This design comes from an exercise in tuning for small area on the open sky130 flow, not from production work. Function was checked by simulation only, so behaviour that the tests miss may differ from the original. Power is estimated from default activity; no workload was simulated. No driver is modelled on the clock port, so clocking that relies on it looks cheaper here than on a real chip.

<file path="flow/design.v">
module wb_trace_drain_row #(
    parameter int W = 102
) (
    input  logic [W-1:0] q,
    input  logic [W-1:0] d,
    input  logic         hold,
    input  logic         we,
    output logic [W-1:0] nx
);
    assign nx = (q & {W{hold}}) | (d & {W{we}});
endmodule
module wb_trace_drain_rdterm (
    input  logic [31:0] pc,
    input  logic [31:0] ir,
    input  logic [5:0]  rr,
    input  logic [31:0] wd,
    input  logic [3:0]  s,
    output logic [31:0] yn,
    output logic [5:0]  rn
);
    logic s3;
    assign s3 = s[3] & rr[5];
    assign yn = ~((pc & {32{s[0]}}) | (ir & {32{s[1]}}) | (wd & {32{s3}}));
    assign rn = ~(rr & {6{s[2]}});
endmodule
module wb_trace_drain_rdmerge #(
    parameter int N = 16
) (
    input  logic [N*32-1:0] yn,
    input  logic [N*6-1:0]  rn,
    output logic [31:0]     data
);
    always_comb begin
        data = '0;
        for (int k = 0; k < N; k++) begin
            data       = data | ~yn[k*32 +: 32];
            data[5:0]  = data[5:0] | ~rn[k*6 +: 6];
        end
    end
endmodule
module wb_trace_drain #(
    parameter int          DEPTH       = 16,
    parameter int          MAX_COMMITS = 1200,
    parameter logic [31:0] BUBBLE_IR   = 32'hffffffff
) (
    input  logic              clk_in,
    input  logic              reset,
    input  logic [31:0]       wb_pc,
    input  logic [31:0]       wb_ir,
    input  logic              wb_rf_w,
    input  logic [4:0]        wb_rd,
    input  logic [31:0]       wb_wdata,
    input  logic              rd_ready,
    output logic [31:0]       rd_data,
    output logic              rd_valid,
    output logic              rd_last,
    output logic [15:0]       commit_count,
    output logic              overflow,
    output logic              done,
    output logic [0:0]        dbg_state
);
    localparam int            AW    = $clog2(DEPTH);
    localparam int            CW    = $clog2(MAX_COMMITS + 1);
    localparam logic [CW-1:0] MAX_C = CW'(MAX_COMMITS);
    localparam int            EW    = 102;
    logic [EW-1:0] mem_q [DEPTH];
    logic [EW-1:0] mem_d [DEPTH];
    logic [AW:0]   wr_ptr_q, rd_ptr_q;
    logic [1:0]    idx_q;
    logic          valid_q;
    logic [CW-1:0] count_q;
    logic          overflow_q, done_q;
    logic empty, full, more, qual, push, pop, xfer;
    logic [AW:0] wr_ptr_inc, rd_ptr_inc;
    logic [AW-1:0] nxt_ptr;
    logic [1:0]    nxt_idx;
    logic [31:0]   rd_word, rd_data_q;
    assign empty      = (wr_ptr_q == rd_ptr_q);
    assign full       = (wr_ptr_q[AW] != rd_ptr_q[AW]) &&
                        (wr_ptr_q[AW-1:0] == rd_ptr_q[AW-1:0]);
    assign rd_ptr_inc = rd_ptr_q + 1'b1;
    assign wr_ptr_inc = wr_ptr_q + 1'b1;
    assign more       = (rd_ptr_inc != wr_ptr_q);
    assign xfer = valid_q && rd_ready;
    assign pop  = xfer && (idx_q == 2'd3);
    assign qual = (wb_ir != BUBBLE_IR) && (count_q < MAX_C);
    assign push = qual && (!full || pop);
    assign nxt_ptr = pop ? rd_ptr_inc[AW-1:0] : rd_ptr_q[AW-1:0];
    assign nxt_idx = idx_q + {1'b0, xfer};
    logic [EW-1:0] entry_new;
    assign entry_new = {wb_wdata, wb_rf_w, wb_rd, wb_ir, wb_pc};
    logic [DEPTH-1:0] we;
    logic [DEPTH-1:0] s0, s1, s2, s3;
    logic [DEPTH*32-1:0] yn;
    logic [DEPTH*6-1:0]  rn;
    for (genvar k = 0; k < DEPTH; k++) begin : g_slot
        assign we[k] = push && (wr_ptr_q[AW-1:0] == AW'(k));
        wb_trace_drain_row #(.W(EW)) u_row (
            .q(mem_q[k]), .d(entry_new), .hold(!we[k]), .we(we[k]), .nx(mem_d[k])
        );
        always_ff @(posedge clk_in) mem_q[k] <= mem_d[k];
        logic rsel;
        assign rsel  = (nxt_ptr == AW'(k));
        assign s0[k] = rsel && (nxt_idx == 2'd0);
        assign s1[k] = rsel && (nxt_idx == 2'd1);
        assign s2[k] = rsel && (nxt_idx == 2'd2);
        assign s3[k] = rsel && (nxt_idx == 2'd3);
        wb_trace_drain_rdterm u_rd (
            .pc(mem_q[k][31:0]), .ir(mem_q[k][63:32]), .rr(mem_q[k][69:64]), .wd(mem_q[k][101:70]),
            .s({s3[k], s2[k], s1[k], s0[k]}), .yn(yn[k*32 +: 32]), .rn(rn[k*6 +: 6])
        );
    end
    wb_trace_drain_rdmerge #(.N(DEPTH)) u_merge (.yn(yn), .rn(rn), .data(rd_word));
    always_ff @(posedge clk_in) rd_data_q <= rd_word;
    always_ff @(posedge clk_in) begin
        if (!reset) begin
            wr_ptr_q   <= '0;
            rd_ptr_q   <= '0;
            idx_q      <= 2'd0;
            valid_q    <= 1'b0;
            count_q    <= '0;
            overflow_q <= 1'b0;
            done_q     <= 1'b0;
        end else begin
            if (push) wr_ptr_q <= wr_ptr_inc;
            if (pop)  rd_ptr_q <= rd_ptr_inc;
            if (xfer) idx_q    <= idx_q + 2'd1;
            if (!valid_q)  valid_q <= !empty;
            else if (pop)  valid_q <= more;
            if (qual) count_q <= count_q + 1'b1;
            if (qual && full && !pop) overflow_q <= 1'b1;
            if ((count_q == MAX_C) && empty && !valid_q) done_q <= 1'b1;
        end
    end
    assign rd_data      = rd_data_q;
    assign rd_valid     = valid_q;
    assign rd_last      = (idx_q == 2'd3);
    assign commit_count = 16'(count_q);
    assign overflow     = overflow_q;
    assign done         = done_q;
    assign dbg_state    = valid_q;
endmodule
</file>
<file path="flow/flow/run.sh">
#!/bin/bash
# Layout flow: the standard ORFS flow, with a lighter clock tree (larger sink clusters,
# no dummy loads), small port buffers, and no very large buffers for the resizer after synthesis.
# The standard synthesis runs first, unchanged. Each tool's full output stays in orfs/logs;
# make's own output goes to make_synth.log and make_layout.log here.
set -euo pipefail
PLATFORM_DONT_USE="sky130_fd_sc_hd__probe_p_8 sky130_fd_sc_hd__probec_p_8 sky130_fd_sc_hd__lpflow_bleeder_1
 sky130_fd_sc_hd__lpflow_clkbufkapwr_1 sky130_fd_sc_hd__lpflow_clkbufkapwr_16 sky130_fd_sc_hd__lpflow_clkbufkapwr_2
 sky130_fd_sc_hd__lpflow_clkbufkapwr_4 sky130_fd_sc_hd__lpflow_clkbufkapwr_8 sky130_fd_sc_hd__lpflow_clkinvkapwr_1
 sky130_fd_sc_hd__lpflow_clkinvkapwr_16 sky130_fd_sc_hd__lpflow_clkinvkapwr_2 sky130_fd_sc_hd__lpflow_clkinvkapwr_4
 sky130_fd_sc_hd__lpflow_clkinvkapwr_8 sky130_fd_sc_hd__lpflow_decapkapwr_12 sky130_fd_sc_hd__lpflow_decapkapwr_3
 sky130_fd_sc_hd__lpflow_decapkapwr_4 sky130_fd_sc_hd__lpflow_decapkapwr_6 sky130_fd_sc_hd__lpflow_decapkapwr_8
 sky130_fd_sc_hd__lpflow_inputiso0n_1 sky130_fd_sc_hd__lpflow_inputiso0p_1 sky130_fd_sc_hd__lpflow_inputiso1n_1
 sky130_fd_sc_hd__lpflow_inputiso1p_1 sky130_fd_sc_hd__lpflow_inputisolatch_1 sky130_fd_sc_hd__lpflow_isobufsrc_1
 sky130_fd_sc_hd__lpflow_isobufsrc_16 sky130_fd_sc_hd__lpflow_isobufsrc_2 sky130_fd_sc_hd__lpflow_isobufsrc_4
 sky130_fd_sc_hd__lpflow_isobufsrc_8 sky130_fd_sc_hd__lpflow_isobufsrckapwr_16
 sky130_fd_sc_hd__lpflow_lsbuf_lh_hl_isowell_tap_1 sky130_fd_sc_hd__lpflow_lsbuf_lh_hl_isowell_tap_2
 sky130_fd_sc_hd__lpflow_lsbuf_lh_hl_isowell_tap_4 sky130_fd_sc_hd__lpflow_lsbuf_lh_isowell_4
 sky130_fd_sc_hd__lpflow_lsbuf_lh_isowell_tap_1 sky130_fd_sc_hd__lpflow_lsbuf_lh_isowell_tap_2
 sky130_fd_sc_hd__lpflow_lsbuf_lh_isowell_tap_4"
BIG_BUFFERS="sky130_fd_sc_hd__buf_8 sky130_fd_sc_hd__buf_12 sky130_fd_sc_hd__buf_16
 sky130_fd_sc_hd__bufbuf_8 sky130_fd_sc_hd__bufbuf_16 sky130_fd_sc_hd__bufinv_8 sky130_fd_sc_hd__bufinv_16"
CTS="-sink_clustering_enable -repair_clock_nets -buf_list sky130_fd_sc_hd__clkbuf_16"
CTS="$CTS -sink_clustering_size 30 -sink_clustering_max_diameter 100 -dont_use_dummy_load"

bash standard.sh synth > make_synth.log 2>&1
bash standard.sh "DONT_USE_CELLS=$(echo $PLATFORM_DONT_USE $BIG_BUFFERS)" \
    "CTS_ARGS=$CTS" \
    "BUFFER_PORTS_ARGS=-buffer_cell sky130_fd_sc_hd__buf_2" \
    finish > make_layout.log 2>&1
</file>
<file path="flow/standard.sh">
#!/bin/bash
# synth_recipe.tcl (not shown) runs the flow's synth.tcl, then flattens the netlist and writes it again
# the make line also repeats each setting of config.mk as NAME=value (left out here)
make -C /OpenROAD-flow-scripts/flow DESIGN_CONFIG=/design/flow/config.mk WORK_HOME=/design/flow/orfs CLKGATE_MAP_FILE= SYNTH_SCRIPT=/design/flow/synth_recipe.tcl "${@:-finish}"
</file>
<file path="flow/config.mk">
export PLATFORM = sky130hd
export DESIGN_NAME = wb_trace_drain
export DESIGN_NICKNAME = wb_trace_drain
export VERILOG_FILES = /design/flow/design.v
export SDC_FILE = /design/flow/constraint.sdc
export NUM_CORES = 4
export LEC_CHECK = 0
export CAP_MARGIN = 20
export CORE_MARGIN = 2
export CORE_UTILIZATION = 80
export SLEW_MARGIN = 20
export SYNTH_HIERARCHICAL = 1
</file>
<file path="flow/constraint.sdc">
create_clock -name core_clock -period 5.0 [get_ports {clk_in}]
set_input_delay 1.0000 -clock core_clock [delete_from_list [all_inputs] [get_ports {clk_in}]]
set_output_delay 1.0000 -clock core_clock [all_outputs]
set_load 0.01 [all_outputs]
</file>
==> run notes, run 1 <==
| Item | This run | Unit |
|:---|:---|:---|
| Max VDD drop | 0.0003663 | V |
| Worst EP arrival | 5.01 | ns |
| Detailed Place HPWL | 130200 | um |
| Die width | 278.7 | um |
| Clock slew at the register clock pins of the worst setup and hold paths | 0.11 | ns |
| Met2 Resource Use GR | 0.7114 | - |
| Via total after detailed routing | 50.30k | - |
| Standard cell area after detailed placement | 60560 | um^2 |
| End-of-flow core utilization | 0.8352 | - |
| Clock tree sinks | 1690 | - |
| Count of pins over their slew limit | 0 | - |
| Fmax achieved | 226.6 | MHz |
| Highest cell delay on the worst timing path | 0.85 | ns |
| Fin worst setup slack | 0.5868 | ns |
| Area enclosed by the die boundary | 77660 | um^2 |
| Worst slack on hold paths | 0.4862 | ns |
| Largest clock skew in the final design | 0.08478 | ns |
| PortBufs | 152 | - |
| Primary flip-flop cell chosen by synthesis mapping | sky130_fd_sc_hd__dfxtp_1 | - |
| Critical path buffer and inverter count | 1 | - |
| TNS Setup | 0 | ns |
| Placed insts | 5795 | - |
| Transition time of the tightest slew-check pin | 1.292 | ns |
| Gate family responsible for the most delay along the worst path | simple AND/OR/NAND/NOR gates | - |
| Synth unique cells | 50 | - |
| CP Max Fanout | 17 | - |
| Routability cong. | 0.9467 | - |
| Maximum clock insertion buffer count | 3 | - |
| Gates resized, CTS repair | 0 | - |
| Fraction of final layout cells with drive strength greater than 1 | 0.1089 | - |
| Slowest stage cell, crit path | sky130_fd_sc_hd__nor2_4 | - |
| Global-route met1 utilization | 0.6803 | - |
| Final standard cell count with taps included and fillers excluded | 5880 | - |
| Antenna-violating nets left | 0 | - |
| Status | timing/DRC/antenna clean | - |
| PnR Total Power | 27.57 | mW |
| Power per standard cell area | 442.7 | nW/um^2 |
| Setup repair after global routing missed its margin | no | - |
| Share of async-settable or async-resettable flops after synthesis | 0 | - |
| Area inside the core boundary | 74570 | um^2 |
| Met3 Usage GRT | 0.1814 | - |
| Max capacitance violation total | 0 | - |
| Cell area after technology mapping | 60360 | um^2 |
| Ordered cell list for the critical path | ha_1, nand4_1, o31ai_1, nand2_1, nor2_4, buf_2, a222oi_1, nand4_1, or4_1 | - |
| Number of DRC markers in iteration 0 | 10.93k | - |
| # DRC | 0 | - |
| Total number of H-tree levels | 3 | - |
| Total global routing overflow | 0 | - |
| Post-route standard cell area excluding fillers | 62280 | um^2 |
| Critical path origin | rd_ptr_q[1] | - |
| Vertical die dimension | 278.7 | um |
| Count of final setup violators | 0 | - |
| Starting utilization of the core area | 0.8094 | - |
| Wire per inst | 35.74 | um |
| Total area of multi-input combinational cells | 23290 | um^2 |
| R2R Setup Slk | 0.59 | ns |
| Total routing usage reported by global routing | 0.5190 | - |
| Total detailed-routing wirelength | 210200 | um |
| Most utilized layer in the global route result | met2 | - |
| Kind of critical path | reg2reg | - |
| First-pass GRT wire length | 304700 | um |
| Insertion delay of the later-clocked pin in the worst-skew pair | 0.67 | ns |
| Number of register bits inferred by synthesis | 1690 | - |
| NumNets Final | 5009 | - |
| Filler Cells Inserted | 4301 | - |
| Pin count of the biggest net entering global routing | 65 | - |
| Final worst path period share | 0.8826 | - |
| Root buffer selected by CTS | sky130_fd_sc_hd__clkbuf_16 | - |
| Number of core rows | 100 | - |
| Critical Path End Type | flip-flop | - |
| Min-delay src | mem_q[5][36] | - |
| RR Startpoint | rd_ptr_q[1] | - |
| Vias in the first global route | 47.30k | - |
| Most used cell along the critical path | sky130_fd_sc_hd__nand4_1 | - |
| Routed via count divided by cell count | 8.554 | - |
| Worst-case setup slack after placement | 0.6018 | ns |
| Area growth syn-to-layout | 3.188 | % |
| Number of buffers inserted to repair setup after CTS | 0 | - |
| Fin. Hold Viols | 0 | - |
| Pre-Repair DR Iteration Count | 14 | - |
| Final Critical Period | 4.413 | ns |
| Sequential cell area | 33830 | um^2 |
| Required time of the critical path | 5.60 | ns |
| Gate count of the mapped netlist | 4976 | - |
| Yosys warning count | 11 | - |
| Startpoint type of the worst setup path | flip-flop | - |
| Number of enable-type register cells in the synthesized netlist | 0 | - |
| Hold buffer count at CTS | 0 | - |
| Static power due to leakage | 24.18 | nW |
| I/O pin count | 158 | - |
| Tightest slew margin relative to the limit | 0.1369 | - |
| CTS tree | done | - |
| Inserted Clock Buffers | 66 | - |
| Class of the most critical hold timing path | reg2reg | - |
| Avg Inst Size Synth | 12.13 | um^2 |
| Sequential element share of the synthesized area | 0.5605 | - |
| Number of antenna violations at the first check in global routing | 22 | - |
[per-layer routing]
layer  part of all wire  vias to the layer above
met1               0.34                    23970
li1                   -                    20250
met2               0.39                     4937
met3               0.17                     1134
met4              0.089                       13
met5            0.00067                        -
[placed cells by master (no fill, tap or decap), types with 9 or more instances in the layout]
cell / instances
sky130_fd_sc_hd__dfxtp_1: 1690
sky130_fd_sc_hd__or4_1: 27
sky130_fd_sc_hd__ha_1: 9
sky130_fd_sc_hd__diode_2: 18
sky130_fd_sc_hd__and2_4: 20
sky130_fd_sc_hd__nor2_4: 32
sky130_fd_sc_hd__buf_4: 103
sky130_fd_sc_hd__buf_2: 282
sky130_fd_sc_hd__clkbuf_16: 67
sky130_fd_sc_hd__nor4_1: 15
sky130_fd_sc_hd__mux2i_1: 10
sky130_fd_sc_hd__a22o_1: 1634
sky130_fd_sc_hd__nand2b_1: 12
sky130_fd_sc_hd__a222oi_1: 512
sky130_fd_sc_hd__nand3_1: 14
sky130_fd_sc_hd__nand4_1: 169
sky130_fd_sc_hd__nor2_1: 38
sky130_fd_sc_hd__nand2_1: 140
sky130_fd_sc_hd__and3_4: 9
sky130_fd_sc_hd__nand3_4: 9
[worst register-to-register path, stage by stage, from the launching register on]
cell and delay [ns]:
sky130_fd_sc_hd__dfxtp_1 0.57, sky130_fd_sc_hd__ha_1 0.35, sky130_fd_sc_hd__nand4_1 0.30, sky130_fd_sc_hd__o31ai_1 0.66, sky130_fd_sc_hd__nand2_1 0.33, sky130_fd_sc_hd__nor2_4 0.85
sky130_fd_sc_hd__buf_2 0.70, sky130_fd_sc_hd__a222oi_1 0.26, sky130_fd_sc_hd__nand4_1 0.20, sky130_fd_sc_hd__or4_1 0.15
[power breakdown]
part / leakage (nW) / internal, mW / switching (mW)
clock: 0.813 / 2.40 / 4.00
sequential: 13.9 / 15.9 / 1.50
combinational: 9.47 / 2.17 / 1.56
total: 24.2 / 20.5 / 7.06
[kinds of logic (layout without fill, tap and decap cells)]
family / after synthesis / in the layout / share of synthesized area
AOI/OAI and AO/OA: 2185 / 2185 / 0.3266
DFF: 1690 / 1690 / 0.5605
buffers and inverters: 548 / 461 / 0.06107
and+or+nand+nor: 519 / 519 / 0.04617
xor gates and xnor gates: 14 / 14 / 0.002032
muxes: 10 / 10 / 0.001658
adders and majority gates: 9 / 9 / 0.001866
other: 1 / 23 / 0.00006213
[final cells by class]
type,instances,share of cell area
antenna,18,0.0007232
tap,969,0.01947
clock buffer,66,0.02652
sequential,1690,0.5432
inverter,9,0.0005826
multi-input combinational,2742,0.3740
timing repair buffer,386,0.03548
[registers in the layout, indices dropped and copies added, names as in the netlist]
name / flops
count_q: 11
idx_q: 2
done_q: 1
rd_data_q: 32
rd_ptr_q: 5
valid_q: 1
overflow_q: 1
mem_q: 1632
wr_ptr_q: 5
[modules after synthesis (local to each module, per instance), a selection]
module / copies in the design / area, um^2 / flops+latches
wb_trace_drain: 1 / 35690 / 1690
wb_trace_drain_rdterm: 16 / 430.4 / 0
[synthesized netlist by cell type (9+ instances only)]
cell type                  instances  area [um^2]
sky130_fd_sc_hd__a222oi_1        512         5125
sky130_fd_sc_hd__a22o_1         1634        14310
sky130_fd_sc_hd__and2_4           17        148.9
sky130_fd_sc_hd__and3_1           11        68.82
sky130_fd_sc_hd__buf_2           114        570.6
sky130_fd_sc_hd__buf_4           214         1607
sky130_fd_sc_hd__buf_6            19        214.0
sky130_fd_sc_hd__buf_8            48        720.7
sky130_fd_sc_hd__clkbuf_1        144        540.5
sky130_fd_sc_hd__dfxtp_1        1690        33830
sky130_fd_sc_hd__ha_1              9        112.6
sky130_fd_sc_hd__inv_1             9        33.78
sky130_fd_sc_hd__mux2i_1          10        100.1
sky130_fd_sc_hd__nand2_1         143        536.8
sky130_fd_sc_hd__nand2b_1         12        75.07
sky130_fd_sc_hd__nand3_1          23        115.1
sky130_fd_sc_hd__nand4_1         169         1057
sky130_fd_sc_hd__nor2_1           70        262.8
sky130_fd_sc_hd__nor4_1           15        93.84
sky130_fd_sc_hd__or4_1            27        202.7
[final timing paths]
| kind | to | cells past startpoint |
|---|---|---|
| max | rd_data_q[11] | 9 |
| min | mem_q[5][36] | 1 |
| max reg2reg | rd_data_q[11] | 9 |
| min reg2reg | mem_q[5][36] | 1 |
==> inputs of run 2 (changes only) <==
--- a/flow/config.mk
+++ b/flow/config.mk
@@ -7,6 +7,6 @@
 export LEC_CHECK = 0
 export CAP_MARGIN = 20
 export CORE_MARGIN = 2
-export CORE_UTILIZATION = 80
+export CORE_UTILIZATION = 88
 export SLEW_MARGIN = 20
 export SYNTH_HIERARCHICAL = 1
==> run 2 against run 1 <==
  * The layout now fails its checks (negative setup slack)
  * Critical path depth stayed put
  * First-iteration DRC count is 21% higher
  * Total power is 0.94% higher
  * Sequential cell count stayed put
  * Maximum frequency is 13% lower
  * Clock power hardly changed
  * Clock-buffer cell count stayed put
  * Area after synthesis stayed put
  * Largest cell class unchanged
==> run notes, run 2 <==
| Item | This run | Unit | Delta |
|:---|:---|:---|:---|
| Combinational power share | 0.140 | - | +0.005 |
| Filler Cells Inserted | 2731 | - | -37% |
| Fin. Hold Viols | 0 | - | unchanged |
| Via total after detailed routing | 52.91k | - | +5.2% |
| Primary flip-flop cell chosen by synthesis mapping | sky130_fd_sc_hd__dfxtp_1 | - |  |
| Kind of critical path | reg2reg | - |  |
| Count of final setup violators | 1 | - | +1 |
| Share of async-settable or async-resettable flops after synthesis | 0 | - | unchanged |
| Most instantiated library cell after synthesis | sky130_fd_sc_hd__dfxtp_1 | - |  |
| Flip-flop count of the largest register after layout | 1632 | - | unchanged |
| Number of enable-type register cells in the synthesized netlist | 0 | - | unchanged |
| Starting utilization of the core area | 0.8847 | - | +0.07529 |
| Pin count of the biggest net entering global routing | 80 | - | +23% |
| Worst EP arrival | 5.71 | ns | +0.70 ns |
| Reg power frac | 0.629 | - | -0.003 |
| Detailed route wirelength on metal3 | 38980 | um | +6.1% |
| Status | finished with violations | - |  |
| Insertion delay of the later-clocked pin in the worst-skew pair | 0.69 | ns | +0.02 ns |
| Clock tree sinks | 1690 | - | unchanged |
| Required time of the critical path | 5.63 | ns | +0.03 ns |
| Fmax achieved | 196.7 | MHz | -13% |
| Maximum clock insertion buffer count | 3 | - | unchanged |
| Area growth syn-to-layout | 2.485 | % |  |
| # DRC | 0 | - | unchanged |
| Area enclosed by the die boundary | 70700 | um^2 | -9.0% |
| Commonest cells after routing, fill and taps aside | sky130_fd_sc_hd__dfxtp_1 (1690), sky130_fd_sc_hd__a22o_1 (1634), sky130_fd_sc_hd__a222oi_1 (512) | - |  |
| Ordered cell list for the critical path | ha_1, nand4_1, o31ai_1, nand2_1, nor2_4, buf_2, a222oi_1, nand4_1, or4_1 | - |  |
| I/O pin count | 158 | - | unchanged |
| Max capacitance violation total | 0 | - | unchanged |
| Static power due to leakage | 23.93 | nW | -1.0% |
| Post-route standard cell area excluding fillers | 61860 | um^2 | -0.68% |
| NumNets Final | 4943 | - | -1.3% |
| WHS Path Cells | 1 | - | unchanged |
| Class of the most critical hold timing path | reg2reg | - |  |
| Largest clock skew in the final design | 0.09353 | ns | +0.008754 ns |
| Avg Inst Size Synth | 12.13 | um^2 | unchanged |
| Detailed Place HPWL | 124100 | um | -4.6% |
| Total routing usage reported by global routing | 0.5863 | - | +0.06731 |
| Number of buffers inserted to repair setup after CTS | 0 | - | unchanged |
| End-of-flow core utilization | 0.9067 | - | +0.07147 |
| Final worst path period share | 1.017 | - | +0.1341 |
| CP Max Fanout | 23 | - | +6 |
| Sequential element share of the synthesized area | 0.5605 | - | unchanged |
| Tightest slew margin relative to the limit | 0.05801 | - | -0.07885 |
| Yosys warning count | 11 | - | unchanged |
| PnR Total Power | 27.83 | mW | +0.94% |
| Total detailed-routing wirelength | 217900 | um | +3.7% |
| Vias in the first global route | 51.17k | - | +8.2% |
| Pre-Repair DR Iteration Count | 13 | - | -1 |
| Hold buffer count at CTS | 0 | - | unchanged |
| Number of antenna violations at the first check in global routing | 44 | - | +100% |
| Startpoint type of the worst setup path | flip-flop | - |  |
| Most common library cell in the layout ignoring fill and taps | sky130_fd_sc_hd__dfxtp_1 | - |  |
| First-pass GRT wire length | 314700 | um | +3.3% |
| Fraction of final layout cells with drive strength greater than 1 | 0.09675 | - | -0.01218 |
| Met1 WL | 67490 | um | -6.3% |
| Root buffer selected by CTS | sky130_fd_sc_hd__clkbuf_16 | - |  |
| Number of cell instances on the worst register-to-register path | 9 | - | unchanged |
| Library cell occupying the most area in the post-synthesis netlist | sky130_fd_sc_hd__dfxtp_1 | - |  |
| Met2 wire length | 86950 | um | +5.3% |
| Highest cell delay on the worst timing path | 1.04 | ns | +0.19 ns |
| TNS Setup | -0.08358 | ns | -0.08358 ns |
| Total global routing overflow | 0 | - | unchanged |
| Switching share of power | 0.2632 | - | +0.007064 |
| Clk pwr share | 0.231 | - | about the same |
| Cell area after technology mapping | 60360 | um^2 | unchanged |
| Slowest stage cell, crit path | sky130_fd_sc_hd__nor2_4 | - |  |
| Final Critical Period | 5.084 | ns | +0.6704 ns |
| Setup repair after global routing missed its margin | no | - |  |
| Biggest register | mem_q | - |  |
| PortBufs | 152 | - | unchanged |
| Number of DRC markers in iteration 0 | 13.22k | - | +21% |
| Power per standard cell area | 449.9 | nW/um^2 | +1.6% |
| Gate count of the mapped netlist | 4976 | - | unchanged |
| Blocking Checks | negative setup slack | - |  |
| Cell types occupying the most area after synthesis | sky130_fd_sc_hd__dfxtp_1 (56%), sky130_fd_sc_hd__a22o_1 (24%), sky130_fd_sc_hd__a222oi_1 (8.5%), sky130_fd_sc_hd__buf_4 (2.7%), sky130_fd_sc_hd__nand4_1 (1.8%) | - |  |
| Inserted Clock Buffers | 66 | - | unchanged |
| Net switching power figure | 7.325 | mW | +3.7% |
| Gate family responsible for the most delay along the worst path | simple AND/OR/NAND/NOR gates | - |  |
| Highest signal layer in the routed design | met5 | - |  |
| Antenna-violating nets left | 0 | - | unchanged |
| Synth unique cells | 50 | - | unchanged |
| Routability cong. | 0.9323 | - | -1.5% |
| Area share of the largest cell type after synthesis | 0.5605 | - | unchanged |
| Count of pins over their slew limit | 0 | - | unchanged |
| Critical path buffer and inverter count | 1 | - | unchanged |
| Most used cell along the critical path | sky130_fd_sc_hd__nand4_1 | - |  |
| Area inside the core boundary | 68230 | um^2 | -8.5% |
| Top flop regs | mem_q: 1632 flops, rd_data_q: 32 flops, count_q: 11 flops | - |  |
| Number of core rows | 96 | - | -4.0% |
| Vertical die dimension | 265.9 | um | -4.6% |
| Number of register bits inferred by synthesis | 1690 | - | unchanged |
| Total number of H-tree levels | 3 | - | unchanged |
| Gates resized, CTS repair | 0 | - | unchanged |
| Transition time of the tightest slew-check pin | 1.410 | ns | +0.1180 ns |
| Standard cell area after detailed placement | 59960 | um^2 | -0.99% |
| Count of cell instances traversed by the critical path | 9 | - | unchanged |
| CTS tree | done | - |  |
| Clock slew at the register clock pins of the worst setup and hold paths | 0.11 | ns | about the same |
| Wire per inst | 37.92 | um | +6.1% |
| Fin worst setup slack | -0.08358 | ns | -0.6704 ns |
| Critical Path End Type | flip-flop | - |  |
| Max VDD drop | 0.0005380 | V | +47% |
| Die width | 265.9 | um | -4.6% |
| Top cells by count, synth | sky130_fd_sc_hd__dfxtp_1 (1690), sky130_fd_sc_hd__a22o_1 (1634), sky130_fd_sc_hd__a222oi_1 (512) | - |  |
| Cell internal power dissipation | 20.51 | mW | about the same |
| Routed via count divided by cell count | 9.206 | - | +7.6% |
## run 2: final timing paths
kind          startpoint            end  slack, ns
min reg2reg       done_q         done_q       0.49
max reg2reg  rd_ptr_q[0]  rd_data_q[20]      -0.08
max          rd_ptr_q[0]  rd_data_q[20]      -0.08
min               done_q         done_q       0.49
## run 2: layout make-up
| cell class | instances | area (um^2) | area share |
|---|---|---|---|
| antenna | 38 | 95.09 | 0.001537 |
| clock buffer | 66 | 1652 | 0.02670 |
| inverter | 9 | 36.28 | 0.0005866 |
| multi-input combinational | 2742 | 23290 | 0.3766 |
| sequential | 1690 | 33830 | 0.5469 |
| tap | 882 | 1104 | 0.01784 |
| timing repair buffer | 320 | 1844 | 0.02982 |
## run 2: cell families after synthesis
logic type                 synth area share
DFF                                  0.5605
and+or+nand+nor                     0.04617
xor gates and xnor gates           0.002032
AOI/OAI and AO/OA                    0.3266
muxes                              0.001658
buffers and inverters               0.06107
adders and majority gates          0.001866
other                            0.00006213
## run 2: modules after synthesis, one instance, submodules excluded, a selection
module	area (um^2)	cells inside
wb_trace_drain	35690	2012
wb_trace_drain_rdterm	430.4	49
## run 2: layer usage
metal	global-route usage	up-vias
li1	-	20160
met1	0.6887	24570
met2	0.8155	6032
met3	0.2676	2122
met4	0.4929	26
met5	0.006237	-
## run 2: worst reg2reg max path: stages (launching register included)
cell                       delay (ns)
sky130_fd_sc_hd__dfxtp_1         0.72
sky130_fd_sc_hd__ha_1            0.39
sky130_fd_sc_hd__nand4_1         0.30
sky130_fd_sc_hd__o31ai_1         0.93
sky130_fd_sc_hd__nand2_1         0.39
sky130_fd_sc_hd__nor2_4          1.04
sky130_fd_sc_hd__buf_2           0.54
sky130_fd_sc_hd__a222oi_1        0.14
sky130_fd_sc_hd__nand4_1         0.39
sky130_fd_sc_hd__or4_1           0.20
## run 2: per-stage QoR
step                      hold WS, ns  cells  setup slack, ns
after CTS                      0.4862   5703           0.6335
after global placement         0.4432   5637           0.5811
after global routing           0.4948   5733          0.02950
after floorplan                0.4544   4980            1.628
final                          0.4897   5747         -0.08358
after detailed placement       0.4530   5637           0.5533
## run 2: power groups by stage
stage | logic [mW] | registers (mW) | clock network [mW]
floorplan | 2.67 | 17.2 | 0
CTS | 3.71 | 17.4 | 6.26
global route | 4.01 | 17.7 | 6.74
finish | 3.90 | 17.5 | 6.42
detailed placement | 3.64 | 17.6 | 0
global placement | 3.42 | 17.4 | 0

## re-timing with driven ports
The flow's constraints put no driver on any port. The routed layouts listed below were extracted and timed again, unchanged, in two steps. Step 1 (the two cells are an assumption about what drives the block):
set clk [get_ports {clk_in}]
set_driving_cell -lib_cell sky130_fd_sc_hd__clkbuf_16 $clk
set_driving_cell -lib_cell sky130_fd_sc_hd__buf_2 [delete_from_list [all_inputs] $clk]
Step 2 times the ports against the registers' clock, not the clock port: input delays grow and output delays shrink by t, the midpoint of the rising clock arrivals with the driver on. a / b / c = ideal / step 1 / step 2; a / b = the first two.
| run | t (ns) | slack for setup (ns) | worst hold slack (ns) | worst setup path at the end | pins driven straight from the clock port |
|---|---|---|---|---|---|
| run 1 | 0.707 | 0.587 / 0.587 / 0.395 | 0.486 / 0.486 / 0.486 | input to register | 1 |
| run 2 | 0.716 | -0.084 / -0.084 / -0.084 | 0.490 / 0.490 / 0.490 | register to register | 1 |
The setup slack of run 1, which loses most, moves by 0.000 ns with the drivers and by -0.192 ns with both steps.
